Background: an optimization exercise with open tools, aiming at small area. Do not read the settings as production practice.
Function was checked by simulation only, so behaviour that the tests miss may differ from the original.

## run A
// back_sub_top
module back_sub_top #(
    parameter int IWL = 5,
    parameter int FWL = 15
) (
    input  wire                       clk,
    input  wire                       rst_n,
    input  wire                       in_valid,
    input  wire signed [IWL+FWL-1:0]  row1_data,
    input  wire signed [IWL+FWL-1:0]  row2_data,
    input  wire signed [IWL+FWL-1:0]  row3_data,
    input  wire signed [IWL+FWL-1:0]  row4_data,
    output logic                      out_valid,
    output logic signed [IWL+FWL-1:0] x1,
    output logic signed [IWL+FWL-1:0] x2,
    output logic signed [IWL+FWL-1:0] x3,
    output logic signed [IWL+FWL-1:0] x4
);
clock: 12.0 ns
lec_check: 0
cap_margin: 20
core_margin: 2
core_utilization: 65
cts_buf_list: sky130_fd_sc_hd__clkbuf_8
cts_cluster_size: 14
place_density: 0.75
slew_margin: 20
run.sh (not shown) runs the stock make flow with config.mk's settings and CLKGATE_MAP_FILE= SYNTH_SCRIPT=/design/flow/synth_recipe.tcl, a recipe that flattens the netlist after the stock synthesis.
Run A | status: complete | timing, DRC, antenna: pass
[inputs] run B vs run A
# run A
export LEC_CHECK = 0
export CAP_MARGIN = 20
export CORE_MARGIN = 2
export CORE_UTILIZATION = 65
export CTS_BUF_LIST = sky130_fd_sc_hd__clkbuf_8
export CTS_CLUSTER_SIZE = 14
export PLACE_DENSITY = 0.75
export SLEW_MARGIN = 20
create_clock -name core_clock -period 12.0 [get_ports {clk}]
# run B
export LEC_CHECK = 0
export CAP_MARGIN = 20
export CORE_MARGIN = 2
export CORE_UTILIZATION = 65
export CTS_BUF_LIST = sky130_fd_sc_hd__clkbuf_16
export CTS_CLUSTER_DIAMETER = 80
export CTS_CLUSTER_SIZE = 24
export PLACE_DENSITY = 0.75
export SLEW_MARGIN = 20
create_clock -name core_clock -period 12.0 [get_ports {clk}]
==> flow/flow/run.sh (new file) <==
#!/bin/bash
set -e
export BUFFER_PORTS_ARGS="-buffer_cell sky130_fd_sc_hd__buf_1"
export RECOVER_POWER=100
bash standard.sh > standard_flow.log 2>&1
==> flow/standard.sh (new file) <==
#!/bin/bash
# synth_recipe.tcl (not shown) runs the flow's synth.tcl, then flattens the netlist and writes it again
# the make line also repeats each setting of config.mk as NAME=value (left out here)
make -C /OpenROAD-flow-scripts/flow DESIGN_CONFIG=/design/flow/config.mk WORK_HOME=/design/flow/orfs CLKGATE_MAP_FILE= SYNTH_SCRIPT=/design/flow/synth_recipe.tcl "${@:-finish}"
removed: flow/run.sh
Findings:
Final net count, run A and run B: smaller value in run B. Looking only at flip-flop and latch share of the layout cell area, and setting everything else aside, the higher value of run A and run B goes to run B. Run A reports its startpoint of the worst setup timing path as u_divx.sat_done while run B reports vq[15]. Comparing run A and run B, via count is lower on run B. Summary across run A and run B: the single failing run is run B. Complete run, failing final checks: run B, reason capacitance limit, slew limit. Changes observed in run B relative to run A: HPWL after detailed placement dropped 0.73%, fraction of the core area covered by cells at the end of the flow dropped 2.6 points, synthesized cell count barely changed. Comparing run A and run B, the lower number of design-rule violations left by the first detailed-router iteration was measured on run A. Compared with run A, run B shows a lower detailed-router iteration count before antenna repair.
What run C does differently from run B at the input level:
==> flow/flow/run.sh <==
#!/bin/bash
set -e
export BUFFER_PORTS_ARGS="-buffer_cell sky130_fd_sc_hd__buf_1"
bash standard.sh > standard_flow.log 2>&1
--- outcome ---
- Run C finished every step from synthesis to the final layout, and the layout passed the timing, DRC and antenna checks.
- Run C vs. run B: area of all placed cells without fillers has remained practically unchanged, multi-input combinational gate total has remained practically unchanged, share of the cycle needed by the critical path after routing has remained practically unchanged.
Changes in run D relative to run C:
# run C
export LEC_CHECK = 0
export CAP_MARGIN = 20
export CORE_MARGIN = 2
export CORE_UTILIZATION = 65
export CTS_BUF_LIST = sky130_fd_sc_hd__clkbuf_16
export CTS_CLUSTER_DIAMETER = 80
export CTS_CLUSTER_SIZE = 24
export PLACE_DENSITY = 0.75
export SLEW_MARGIN = 20
create_clock -name core_clock -period 12.0 [get_ports {clk}]
# run D
export LEC_CHECK = 0
export CAP_MARGIN = 20
export CORE_MARGIN = 2
export CORE_UTILIZATION = 75
export CTS_BUF_LIST = sky130_fd_sc_hd__clkbuf_16
export CTS_CLUSTER_DIAMETER = 80
export CTS_CLUSTER_SIZE = 24
export PLACE_DENSITY = 0.85
export SLEW_MARGIN = 20
create_clock -name core_clock -period 12.0 [get_ports {clk}]
==> comparison <==
- Compared run D against run C; final area within noise.
- Cell count of run D falls short of that of run C slightly.
- Row die span in x: run D lower / run C higher
- Non-clock buffer count: run D vs run C, no meaningful difference
- Run C and run D ended up with nearly the same remaining number of nets flagged by the antenna check after routing.

---

amber:
The RTL this note starts from:
==> flow/design.v <==
`timescale 1ns/1ps
`default_nettype none
module recip_divider (
    input  wire        clk,
    input  wire        load,
    input  wire        done,
    input  wire [22:0] nm_in,       
    input  wire [22:0] nm3_in,      
    input  wire        sign_in,     
    input  wire        sat_in,      
    output wire [19:0] rec_word,    
    output wire        rec_neg      
);
    logic [19:0] rem, q;            
    logic [22:0] nm1, nm3;          
    logic        sign_cur, sat_cur, sign_done, sat_done;
    logic [19:0] r;
    logic [4:0]  qb;
    function automatic logic [21:0] r4(input logic [19:0] rin, input logic [22:0] n1,
                                       input logic [22:0] n3);
        logic [22:0] t, sel, e;
        logic        g1, g2, g3;
        logic [1:0]  v;
        t  = {2'b00, rin, 1'b0};
        g1 = ~((t + n1) >> 22);
        g2 = ~((t + {n1[21:0], 1'b0}) >> 22);
        g3 = ~((t + n3) >> 22);
        v  = g3 ? 2'd3 : (g2 ? 2'd2 : (g1 ? 2'd1 : 2'd0));
        case (v)
            2'd0: sel = 23'd0;
            2'd1: sel = n1;
            2'd2: sel = {n1[21:0], 1'b0};
            default: sel = n3;
        endcase
        e  = t + sel;
        r4 = {v, e[18:0], 1'b0};
    endfunction
    function automatic logic [21:0] r4s(input logic [19:0] rin, input logic [22:0] n1,
                                       input logic [22:0] n3);
        logic [22:0] t, e1, e2, e3;
        logic [1:0]  v;
        logic [19:0] rn;
        t  = {2'b00, rin, 1'b0};
        e1 = t + n1;
        e2 = t + {n1[21:0], 1'b0};
        e3 = t + n3;
        if (!e3[22])      begin v = 2'd3; rn = e3[18:0] << 1; end
        else if (!e2[22]) begin v = 2'd2; rn = e2[18:0] << 1; end
        else if (!e1[22]) begin v = 2'd1; rn = e1[18:0] << 1; end
        else              begin v = 2'd0; rn = t[18:0] << 1;  end
        r4s = {v, rn};
    endfunction
    always_comb begin
        logic [21:0] s1, s2;
        logic [20:0] e;
        s1 = r4(rem, nm1, nm3);
        s2 = r4s(s1[19:0], nm1, nm3);
        e  = {1'b0, s2[19:0]} + nm1[20:0];
        qb = {s1[21:20], s2[21:20], ~e[20]};
        r  = (e[20] ? s2[18:0] : e[18:0]) << 1;
    end
    always_ff @(posedge clk) begin
        q <= {q[14:0], qb};
        if (load) begin
            rem      <= 20'd2048;
            nm1      <= nm_in;
            nm3      <= nm3_in;
            sign_cur <= sign_in;
            sat_cur  <= sat_in;
        end else begin
            rem <= r;
        end
        if (done) begin
            sign_done <= sign_cur;
            sat_done  <= sat_cur;
        end
    end
    assign rec_word = sat_done ? (sign_done ? 20'h80000 : 20'h7FFFF) : q;
    assign rec_neg  = ~sat_done & sign_done;
endmodule
`default_nettype wire
`default_nettype none
module recip_prep (
    input  wire [19:0] d_in,
    output wire [22:0] nm,
    output wire [22:0] nm3,
    output wire        sign,
    output wire        sat
);
    assign sign = d_in[19];
    assign nm   = sign ? {{3{1'b1}}, d_in} : -{3'b000, d_in};
    assign nm3  = nm + {nm[21:0], 1'b0};
    assign sat  = sign ? (&d_in[19:11]) : ((d_in[19:11] == 9'd0) || (d_in == 20'd2048));
endmodule
`default_nettype wire
`timescale 1ns/1ps
`timescale 1ns/1ps
`default_nettype none
module bs_mul (
    input  wire [19:0] a,
    input  wire [19:0] b,
    input  wire        bneg,
    output wire [19:0] y
);
    localparam logic [34:0] C = 35'(40'h0 - 40'h5555500000);
    wire [20:0] bx = {b, 1'b0};
    logic [34:0] sum;
    logic [34:0] negs;
    logic [34:0] rows [10];
    always_comb begin
        negs = '0;
        for (int i = 0; i < 10; i++) begin
            logic [2:0]  d;
            logic [20:0] m, w;
            logic        one, two, neg;
            d   = bx[2*i +: 3];
            one = d[0] ^ d[1];
            two = (d == 3'b011) || (d == 3'b100);
            neg = (d[2] & ~(d[1] & d[0])) ^ bneg;
            m   = ({21{one}} & {a[19], a}) | ({21{two}} & {a, 1'b0});
            w   = m ^ {21{neg}};
            rows[i] = 35'({~w[20], w[19:0]}) << (2*i);
            negs[2*i] = neg;
        end
        sum = rows[0] + rows[1] + rows[2] + rows[3] + rows[4] + rows[5] + rows[6]
            + rows[7] + rows[8] + rows[9] + negs + C;
    end
    assign y = sum[34:15];
endmodule
`default_nettype wire
`default_nettype none
module bs_mul_half (
    input  wire        clk,
    input  wire [19:0] a,
    input  wire [10:0] bw,
    input  wire        hi,
    output wire [19:0] y
);
    localparam logic [29:0] C = 30'(32'h0 - 32'h15500000 - 32'h80000);
    logic [19:0] acc;
    logic [29:0] sum;
    logic [29:0] negs;
    logic [29:0] rows [5];
    logic [19:0] accg;
    always_comb begin
        negs = '0;
        for (int i = 0; i < 5; i++) begin
            logic [2:0]  d;
            logic [20:0] m, w;
            logic        one, two, neg;
            d   = bw[2*i +: 3];
            one = d[0] ^ d[1];
            two = (d == 3'b011) || (d == 3'b100);
            neg = d[2] & ~(d[1] & d[0]);
            m   = ({21{one}} & {a[19], a}) | ({21{two}} & {a, 1'b0});
            w   = m ^ {21{neg}};
            rows[i] = 30'({~w[20], w[19:0]}) << (2*i);
            negs[2*i] = neg;
        end
        accg = hi ? acc : 20'd0;
        sum = rows[0] + rows[1] + rows[2] + rows[3] + rows[4]
            + 30'({~accg[19], accg[18:0]}) + negs + C;
    end
    always_ff @(posedge clk) acc <= sum[29:10];
    assign y = sum[24:5];
endmodule
`default_nettype wire
`timescale 1ns/1ps
`default_nettype none
module back_sub_top #(
    parameter int IWL = 5,
    parameter int FWL = 15
) (
    input  wire                       clk,
    input  wire                       rst_n,
    input  wire                       in_valid,
    input  wire signed [IWL+FWL-1:0]  row1_data,
    input  wire signed [IWL+FWL-1:0]  row2_data,
    input  wire signed [IWL+FWL-1:0]  row3_data,
    input  wire signed [IWL+FWL-1:0]  row4_data,
    output logic                      out_valid,
    output logic signed [IWL+FWL-1:0] x1,
    output logic signed [IWL+FWL-1:0] x2,
    output logic signed [IWL+FWL-1:0] x3,
    output logic signed [IWL+FWL-1:0] x4
);
    localparam int WL = IWL + FWL;
    logic [20:1] vq;
    wire  [20:0] v = {vq, in_valid};
    always_ff @(posedge clk or negedge rst_n) begin
        if (!rst_n) vq <= '0;
        else        vq <= v[19:0];
    end
    assign out_valid = vq[20];
    wire [WL-1:0] xw, yw;
    wire          xn, yn;
    logic [WL-1:0] r11;
    logic [WL-1:0] dsel;
    wire  [22:0]   pnm, pnm3;
    wire           psign, psat;
    always_comb begin
        dsel = r22;
        if (v[4]) dsel = row3_data;
        if (v[6]) dsel = row4_data;
        if (v[8]) dsel = r11;
    end
    recip_prep u_prep (.d_in(dsel), .nm(pnm), .nm3(pnm3), .sign(psign), .sat(psat));
    recip_divider u_divx (
        .clk(clk), .load(v[6] | v[10]), .done(v[10] | v[14]),
        .nm_in(pnm), .nm3_in(pnm3), .sign_in(psign), .sat_in(psat),
        .rec_word(xw), .rec_neg(xn));
    recip_divider u_divy (
        .clk(clk), .load(v[4] | v[8]), .done(v[8] | v[12]),
        .nm_in(pnm), .nm3_in(pnm3), .sign_in(psign), .sat_in(psat),
        .rec_word(yw), .rec_neg(yn));
    logic [WL-1:0] r12, r13, r14, r23, z1, r24, z2, r34q, z3q, z4q;
    logic [WL-1:0] r22, s, r12b, r13b, r23b, x4q, dq, t1q, x3q, x2q, x1q;
    logic          sn;
    logic [WL-1:0] ma, mb, pa, na, pb, bsrc;
    logic [10:0]   nbw;
    logic          mbn, x4n;
    always_comb begin
        ma = dq; mb = x4q; mbn = x4n;
        if (v[11]) begin ma = z4q;  mb = xw;  mbn = xn;   end
        if (v[12]) begin ma = r34q; mb = x4q; mbn = 1'b0; end
        if (v[13]) begin ma = dq;   mb = s;   mbn = sn;   end
        if (v[14]) begin ma = r23b; mb = x3q; mbn = 1'b0; end
        if (v[15]) begin ma = dq;   mb = xw;  mbn = xn;   end
        if (v[16]) begin ma = r12b; mb = x2q; mbn = 1'b0; end
        na   = (v[16] | v[17]) ? x3q : x4q;
        bsrc = (v[16] | v[17]) ? r13b : ((v[14] | v[15]) ? z4q : r24);
        nbw  = (v[13] | v[15] | v[17]) ? bsrc[19:9] : {bsrc[9:0], 1'b0};
        if (v[13]) nbw = r34q[10:0];
    end
    bs_mul      u_mula (.a(ma), .b(mb), .bneg(mbn), .y(pa));
    bs_mul_half u_mulb (.clk(clk), .a(na), .bw(nbw), .hi(v[13] | v[15] | v[17]), .y(pb));
    wire [WL-1:0] da = (v[16] ? t1q : z3q) - pa;
    wire [WL-1:0] db = (v[13] ? z2 : (v[15] ? t1q : dq)) - pb;
    always_ff @(posedge clk) begin
        dq <= v[17] ? db : da;
        if (v[0])  r11 <= row1_data;
        if (v[1])  r12 <= row1_data;
        if (v[2])  begin r13 <= row1_data; r22 <= row2_data; end
        if (v[3])  begin r14 <= row1_data; r23 <= row2_data; end
        if (v[4])  begin z1 <= row1_data; r24 <= row2_data; end
        if (v[5])  z2 <= row2_data;
        if (v[5])  r34q <= row3_data;
        else if (v[12]) r34q[10:0] <= r24[19:9];    
        if (v[6])  z3q <= row3_data;
        else if (v[13]) z3q <= db;                  
        if (v[7])  z4q <= row4_data;
        else if (v[11]) z4q <= r14;                 
        if (v[9] | v[13]) begin s <= yw; sn <= yn; end
        if (v[9])  r12b <= r12;
        if (v[10]) r13b <= r13;
        if (v[11]) r23b <= r23;
        if (v[11]) begin x4q <= pa; x4n <= 1'b0; end
        else if (v[16]) begin x4q <= s; x4n <= sn; end    
        if (v[12]) t1q <= z1;
        else if (v[15]) t1q <= db;                  
        else if (v[16]) t1q <= x4q;                 
        if (v[13]) x3q <= pa;
        if (v[15]) x2q <= pa;
        if (v[18]) x1q <= pa;
    end
    assign x1 = x1q;
    assign x2 = x2q;
    assign x3 = x3q;
    assign x4 = t1q;
endmodule
`default_nettype wire
clock: 12.0 ns
lec_check: 0
cap_margin: 20
core_margin: 2
core_utilization: 65
cts_buf_list: sky130_fd_sc_hd__clkbuf_16
cts_cluster_diameter: 80
cts_cluster_size: 24
place_density: 0.75
slew_margin: 20
Stock flow here: none of the scripts above is used.
### amber -> raven
diff --git a/flow/config.mk b/flow/config.mk
--- a/flow/config.mk
+++ b/flow/config.mk
@@ -9,7 +9,6 @@
 export CORE_MARGIN = 2
 export CORE_UTILIZATION = 65
-export CTS_BUF_LIST = sky130_fd_sc_hd__clkbuf_16
-export CTS_CLUSTER_DIAMETER = 80
-export CTS_CLUSTER_SIZE = 24
+export CTS_BUF_LIST = sky130_fd_sc_hd__clkbuf_8
+export CTS_CLUSTER_SIZE = 20
 export PLACE_DENSITY = 0.75
 export SLEW_MARGIN = 20
Setup slack in raven is larger than in amber. Delta (raven minus amber): maximum frequency now sits higher, area added between synthesis and finish now sits higher, multi-input gate share of the layout cell area now sits lower.
Modified inputs, indigo compared to raven
==> flow/flow/run.sh (new file) <==
#!/bin/bash
set -e
export BUFFER_PORTS_ARGS="-buffer_cell sky130_fd_sc_hd__buf_1"
bash standard.sh > standard_flow.log 2>&1
==> flow/standard.sh (new file) <==
#!/bin/bash
# synth_recipe.tcl (not shown) runs the flow's synth.tcl, then flattens the netlist and writes it again
# the make line also repeats each setting of config.mk as NAME=value (left out here)
make -C /OpenROAD-flow-scripts/flow DESIGN_CONFIG=/design/flow/config.mk WORK_HOME=/design/flow/orfs CLKGATE_MAP_FILE= SYNTH_SCRIPT=/design/flow/synth_recipe.tcl "${@:-finish}"
diff --git a/flow/config.mk b/flow/config.mk
--- a/flow/config.mk
+++ b/flow/config.mk
@@ -9,6 +9,8 @@
 export CORE_MARGIN = 2
 export CORE_UTILIZATION = 65
-export CTS_BUF_LIST = sky130_fd_sc_hd__clkbuf_8
-export CTS_CLUSTER_SIZE = 20
+export CTS_BUF_LIST = sky130_fd_sc_hd__clkbuf_16
+export CTS_CLUSTER_DIAMETER = 80
+export CTS_CLUSTER_SIZE = 24
+export GPL_TIMING_DRIVEN = 0
 export PLACE_DENSITY = 0.75
 export SLEW_MARGIN = 20
removed: flow/run.sh
==> run summary <==
- Of raven and indigo, indigo shows the lower endpoint required time on the critical path, with raven above it.
- Looking at setup slack after placement across both flows, indigo is the weaker of the two, with raven ahead.
- indigo vs. raven: global-route met2 utilization saw an increase; final routed wirelength across all metal layers saw an increase.
- A slowest stage cell on the critical path of a2111oi_0 is what raven shows, while xor2_2 belongs to indigo.
- raven → indigo: final cell count neither gained nor lost much, area of all placed cells without fillers lost about 1.7%.
- Looking at utilization after layout, indigo sits 1.3 points below raven.
Inputs modified between indigo and fjord:
diff --git a/flow/config.mk b/flow/config.mk
--- a/flow/config.mk
+++ b/flow/config.mk
@@ -10,7 +10,6 @@
 export CORE_UTILIZATION = 65
 export CTS_BUF_LIST = sky130_fd_sc_hd__clkbuf_16
-export CTS_CLUSTER_DIAMETER = 80
-export CTS_CLUSTER_SIZE = 24
-export GPL_TIMING_DRIVEN = 0
+export CTS_CLUSTER_DIAMETER = 90
+export CTS_CLUSTER_SIZE = 28
 export PLACE_DENSITY = 0.75
 export SLEW_MARGIN = 20
==> comparison <==
Any difference in total length of routed met3 wires between indigo and fjord is small enough to ignore. Higher utilization among fjord and indigo: indigo. Summary: design area, fjord better than indigo. fjord: number of buffer and inverter instances along the worst setup path is 3 higher than what indigo reported. fjord vs. indigo: sequential portion of the cell area grew by 0.53 points. In the final design statistics, fjord uses fewer standard cells in total than indigo. Of fjord and indigo, fjord shows the higher via count of the first global-routing pass, with indigo below it. In the tables for fjord and indigo, share of final-layout standard cells stronger than drive strength 1 reads lower with fjord.

-- separate check: timing with driven ports --
No port has a modelled driver above. Below, the same layouts with a new extraction and two added sets of constraints.
Step 1 assumes that a clkbuf_16 drives the clock port and a buf_2 every other input.
Step 2 also shifts input and output timing later by t, the mid clock arrival at the registers, as if the neighbouring blocks saw the same clock.
Slacks: ideal / step 1 / step 2; pairs: ideal / step 1.
| run | t (ns) | setup slack, ns | worst data-port slew with drivers (ns) |
|---|---|---|---|
| run A | 0.849 | 0.477 / 0.477 / 0.477 | 0.17 |
| run B | 0.703 | 0.510 / 0.510 / 0.510 | 0.20 |
| run C | 0.704 | 0.512 / 0.512 / 0.512 | 0.20 |
| run D | 0.704 | 0.411 / 0.411 / 0.411 | 0.27 |
| amber | 0.711 | 0.381 / 0.381 / 0.381 | 0.17 |
| raven | 0.849 | 0.477 / 0.477 / 0.477 | 0.17 |
| indigo | 0.683 | 0.303 / 0.303 / 0.303 | 0.13 |
| fjord | 0.685 | 0.576 / 0.576 / 0.576 | 0.20 |
